This is an optimization exercise on Yosys and OpenROAD, whose aim is small area, not a production implementation.
The RTL was checked by simulation tests, not by an equivalence proof against the original design.
No activity file was given, so power comes from the tool's default toggle rates.

Design pacmanVideoTop, start of the top module:
module pacmanVideoTop (
  input  wire logic clk,
  input  wire logic rstN,
  input  wire pacmanPkg::regWriteT regWrite,
  input  wire logic [pacmanPkg::regAddrBits-1:0] regAddr,
  output logic [pacmanPkg::regDataBits-1:0] regRdata,
  output logic hsync,
  output logic vsync,
  output pacmanPkg::colorT rgb
);
  logic [posBits-1:0] hPos;
  logic [posBits-1:0] vPos;
  logic hEnd, vEnd, displayOn, frameStart;
  assign hEnd = hPos[9] & hPos[8] & hPos[4] & hPos[3] & hPos[2] & hPos[1] & hPos[0];  
  assign vEnd = vPos[9] & vPos[3] & vPos[2];  
  always_ff @(posedge clk or negedge rstN) begin
    if (!rstN) begin
      hPos <= '0;
      vPos <= '0;
    end else if (hEnd) begin
      hPos <= '0;
      vPos <= vEnd ? '0 : vPos + 1'b1;
    end else begin
      hPos <= hPos + 1'b1;
    end
  end
  always_comb begin
    displayOn = (hPos < hVisible) && (vPos < vVisible);
    hsync = !((hPos >= 656) && (hPos < 752));
    vsync = !((vPos >= 490) && (vPos < 492));
    frameStart = (hPos == '0) && (vPos == posBits'(vVisible));
  end
  localparam int nRegs = 14;
  logic [nRegs*regDataBits-1:0] regQ;  
  logic [nRegs-1:0] written;
  logic [nRegs-1:0] wrSel;
  logic [nRegs-1:0] rdSel;
  logic frameSync;
  logic pelletClear;
  logic selFrameSync, selPelletData;
  logic pelletHere, powerUpHere;
  function automatic logic [regAddrBits-1:0] addrOf(input int i);
    addrOf = (i < 12) ? regAddrBits'(8 + i) : regAddrBits'(33 + i - 12);
  endfunction
  always_comb begin
    for (int i = 0; i < nRegs; i++) begin
      wrSel[i] = regWrite.en && (regWrite.addr == addrOf(i));
      rdSel[i] = written[i] && (regAddr == addrOf(i));
    end
    selFrameSync = (regAddr == regFrameSync);
    selPelletData = (regAddr == regPelletData);
  end
  always_ff @(posedge clk) begin
    for (int i = 0; i < nRegs; i++) begin
      if (wrSel[i]) regQ[i*regDataBits +: regDataBits] <= regWrite.data;
    end
  end
  always_ff @(posedge clk or negedge rstN) begin
    if (!rstN) begin
      written <= '0;
      frameSync <= 1'b0;
      pelletClear <= 1'b0;
    end else begin
      written <= written | wrSel;
      if (frameStart) begin
        frameSync <= 1'b1;  
      end else if (regWrite.en && regWrite.addr == regFrameSync) begin
        frameSync <= regWrite.data[0];
      end
  ...
For scale: ~3100 cells after synthesis, roughly 1000 flip-flops.
export LEC_CHECK = 0
export CAP_MARGIN = 20
export CORE_MARGIN = 2
export CORE_UTILIZATION = 40
export SLEW_MARGIN = 20
export SYNTH_HIERARCHICAL = 1
create_clock -name core_clock -period 10.0 [get_ports {clk}]
run.sh (not shown) runs the stock make flow with config.mk's settings and CLKGATE_MAP_FILE= SYNTH_SCRIPT=/design/flow/synth_recipe.tcl, a recipe that flattens the netlist after the stock synthesis.
Edit:
CTS_CLUSTER_DIAMETER = 100   (was not set)
CTS_CLUSTER_SIZE = 20   (was not set)
Result: Count of clock-buffer cells in the layout decreases by 76; utilization decreases by 2.2 points; power decreases by 20%; sequential power hardly moves; register-to-register slack improved by 50 ps; flip-flop and latch count does not change; synthesized cell count stays the same; combinational power barely changes.

pacmanVideoTop, a different RTL version from the one above (not shown whole).
Size in the first run: ~1000 flip-flops, roughly 52 I/O pins.
// pacmanVideoTop
module pacmanVideoTop (
  input  wire logic clk,
  input  wire logic rstN,
  input  wire pacmanPkg::regWriteT regWrite,
  input  wire logic [pacmanPkg::regAddrBits-1:0] regAddr,
  output logic [pacmanPkg::regDataBits-1:0] regRdata,
  output logic hsync,
  output logic vsync,
  output pacmanPkg::colorT rgb
);
  logic [posBits-1:0] hPos;
  logic [posBits-1:0] vPos;
  logic hEnd, vEnd, displayOn, frameStart;
  assign hEnd = hPos[9] & hPos[8] & hPos[4] & hPos[3] & hPos[2] & hPos[1] & hPos[0];  
  assign vEnd = vPos[9] & vPos[3] & vPos[2];  
  always_ff @(posedge clk or negedge rstN) begin
    if (!rstN) begin
      hPos <= '0;
      vPos <= '0;
    end else if (hEnd) begin
      hPos <= '0;
      vPos <= vEnd ? '0 : vPos + 1'b1;
    end else begin
      hPos <= hPos + 1'b1;
    end
  end
  always_comb begin
    displayOn = (hPos < hVisible) && (vPos < vVisible);
    hsync = !((hPos >= 656) && (hPos < 752));
    vsync = !((vPos >= 490) && (vPos < 492));
    frameStart = (hPos == '0) && (vPos == posBits'(vVisible));
  end
  localparam int nRegs = 14;
  logic [nRegs*regDataBits-1:0] regQ;  
  logic [nRegs-1:0] written;
  logic [nRegs-1:0] wrSel;
  logic [nRegs-1:0] rdSel;
  logic frameSync;
  logic pelletClear;
  logic selFrameSync, selPelletData;
  logic pelletHere, powerUpHere;
  function automatic logic [regAddrBits-1:0] addrOf(input int i);
    addrOf = (i < 12) ? regAddrBits'(8 + i) : regAddrBits'(33 + i - 12);
  endfunction
  always_comb begin
    for (int i = 0; i < nRegs; i++) begin
      wrSel[i] = regWrite.en && (regWrite.addr == addrOf(i));
      rdSel[i] = written[i] && (regAddr == addrOf(i));
    end
    selFrameSync = (regAddr == regFrameSync);
    selPelletData = (regAddr == regPelletData);
  end
  logic [nRegs-1:0] holdSel;
  logic [nRegs*regDataBits-1:0] regD;
  assign holdSel = ~wrSel;
  for (genvar i = 0; i < nRegs; i++) begin : gReg
    for (genvar b = 0; b < regDataBits; b++) begin : gBit
      gateAo22 u (
        .a1(regQ[i*regDataBits + b]), .a2(holdSel[i]),
        .b1(regWrite.data[b]), .b2(wrSel[i]),
        .y(regD[i*regDataBits + b])
      );
    end
  end
  always_ff @(posedge clk) begin
    regQ <= regD;
  end
  always_ff @(posedge clk or negedge rstN) begin
    if (!rstN) begin
  ...
clock: 10.0 ns
lec_check: 0
cap_margin: 20
core_margin: 2
core_utilization: 40
slew_margin: 20
synth_hierarchical: 1
standard.sh (not shown) runs the stock make flow with config.mk's settings and CLKGATE_MAP_FILE= SYNTH_SCRIPT=/design/flow/synth_recipe.tcl, a recipe that flattens the netlist after the stock synthesis.
==> flow/flow/run.sh <==
#!/bin/bash
# The standard layout with two changes: ports are buffered with the smallest
# buffer (buf_1; repair upsizes it where a net needs more), and clock tree
# synthesis inserts no dummy loads. Everything else, synthesis included, is
# the standard.sh unchanged.
set -euo pipefail
export BUFFER_PORTS_ARGS="-buffer_cell sky130_fd_sc_hd__buf_1"
export CTS_ARGS="-sink_clustering_enable -repair_clock_nets -sink_clustering_size 22 -sink_clustering_max_diameter 100 -dont_use_dummy_load"
bash standard.sh > standard.log 2>&1
Change:
==> flow/run.sh (new file) <==
#!/bin/bash
# synth_recipe.tcl (not shown) runs the flow's synth.tcl, then flattens the netlist and writes it again
# the make line also repeats each setting of config.mk as NAME=value (left out here)
make -C /OpenROAD-flow-scripts/flow DESIGN_CONFIG=/design/flow/config.mk WORK_HOME=/design/flow/orfs CLKGATE_MAP_FILE= SYNTH_SCRIPT=/design/flow/synth_recipe.tcl finish
CTS_CLUSTER_DIAMETER = 100   (was default)
CTS_CLUSTER_SIZE = 20   (was default)
removed: flow/flow/run.sh
removed: flow/standard.sh
After rerunning: Setup slack loses 32 ps. Clock-buffer cell count increases by 15. Area after synthesis stays the same. Total power increases by 3.7%. Clock skew increases by 6.0 ps. Final cell count increases by 0.64%. Global-route usage increases by 0.95 points.
Change:
==> flow/flow/run.sh (new file) <==
#!/bin/bash
# The standard layout with two changes: ports are buffered with the smallest
# buffer (buf_1; repair upsizes it where a net needs more), and clock tree
# synthesis inserts no dummy loads. Everything else, synthesis included, is
# the standard.sh unchanged.
set -euo pipefail
export BUFFER_PORTS_ARGS="-buffer_cell sky130_fd_sc_hd__buf_1"
export CTS_ARGS="-sink_clustering_enable -repair_clock_nets -sink_clustering_size 26 -sink_clustering_max_diameter 100 -dont_use_dummy_load"
bash standard.sh > standard.log 2>&1
==> flow/standard.sh (new file) <==
#!/bin/bash
# synth_recipe.tcl (not shown) runs the flow's synth.tcl, then flattens the netlist and writes it again
# the make line also repeats each setting of config.mk as NAME=value (left out here)
make -C /OpenROAD-flow-scripts/flow DESIGN_CONFIG=/design/flow/config.mk WORK_HOME=/design/flow/orfs CLKGATE_MAP_FILE= SYNTH_SCRIPT=/design/flow/synth_recipe.tcl "${@:-finish}"
CTS_CLUSTER_DIAMETER = default   (was 100)
CTS_CLUSTER_SIZE = default   (was 20)
removed: flow/run.sh
After rerunning:
- total power fell by 5.3%
- via count fell by 1.0%
- maximum frequency rose by 0.86%
- non-clock buffer count fell by 9
- cell count fell by 0.76%
- worst setup slack gets better by 45 ps
- register-to-register slack gets worse by 60 ps

[what the ideal ports hide]
No port has a modelled driver above. Below, the same layouts with a new extraction and two added sets of constraints.
Step 1 sets driving cells, clkbuf_16 on the clock port and buf_2 on the other inputs (assumed; they add their load-dependent delay and slew).
Step 2 times the ports against the registers' clock, not the clock port: input delays grow and output delays shrink by t, the midpoint of the rising clock arrivals with the driver on.
Three values: no drivers, after step 1, after step 2; two values: the first two.
| run | t, ns | setup WS [ns] | worst setup path after step 2 | slew at the worst register clock pin (ns) | pins driven straight from the clock port |
|---|---|---|---|---|---|
| the first run of note 1 | 0.768 | 4.878 / 4.878 / 4.878 | register to register | 0.06 / 0.06 | 1 |
| the second run of note 1 | 0.736 | 4.926 / 4.926 / 4.926 | register to register | 0.10 / 0.10 | 1 |
| the first run of note 2 | 0.709 | 4.727 / 4.727 / 4.727 | register to register | 0.10 / 0.10 | 1 |
| the second run of note 2 | 0.762 | 4.695 / 4.624 / 4.803 | register to register | 0.09 / 0.09 | 1 |
| the third run of note 2 | 0.704 | 4.740 / 4.740 / 4.740 | register to register | 0.11 / 0.11 | 1 |
After both steps every run listed still meets setup and hold.
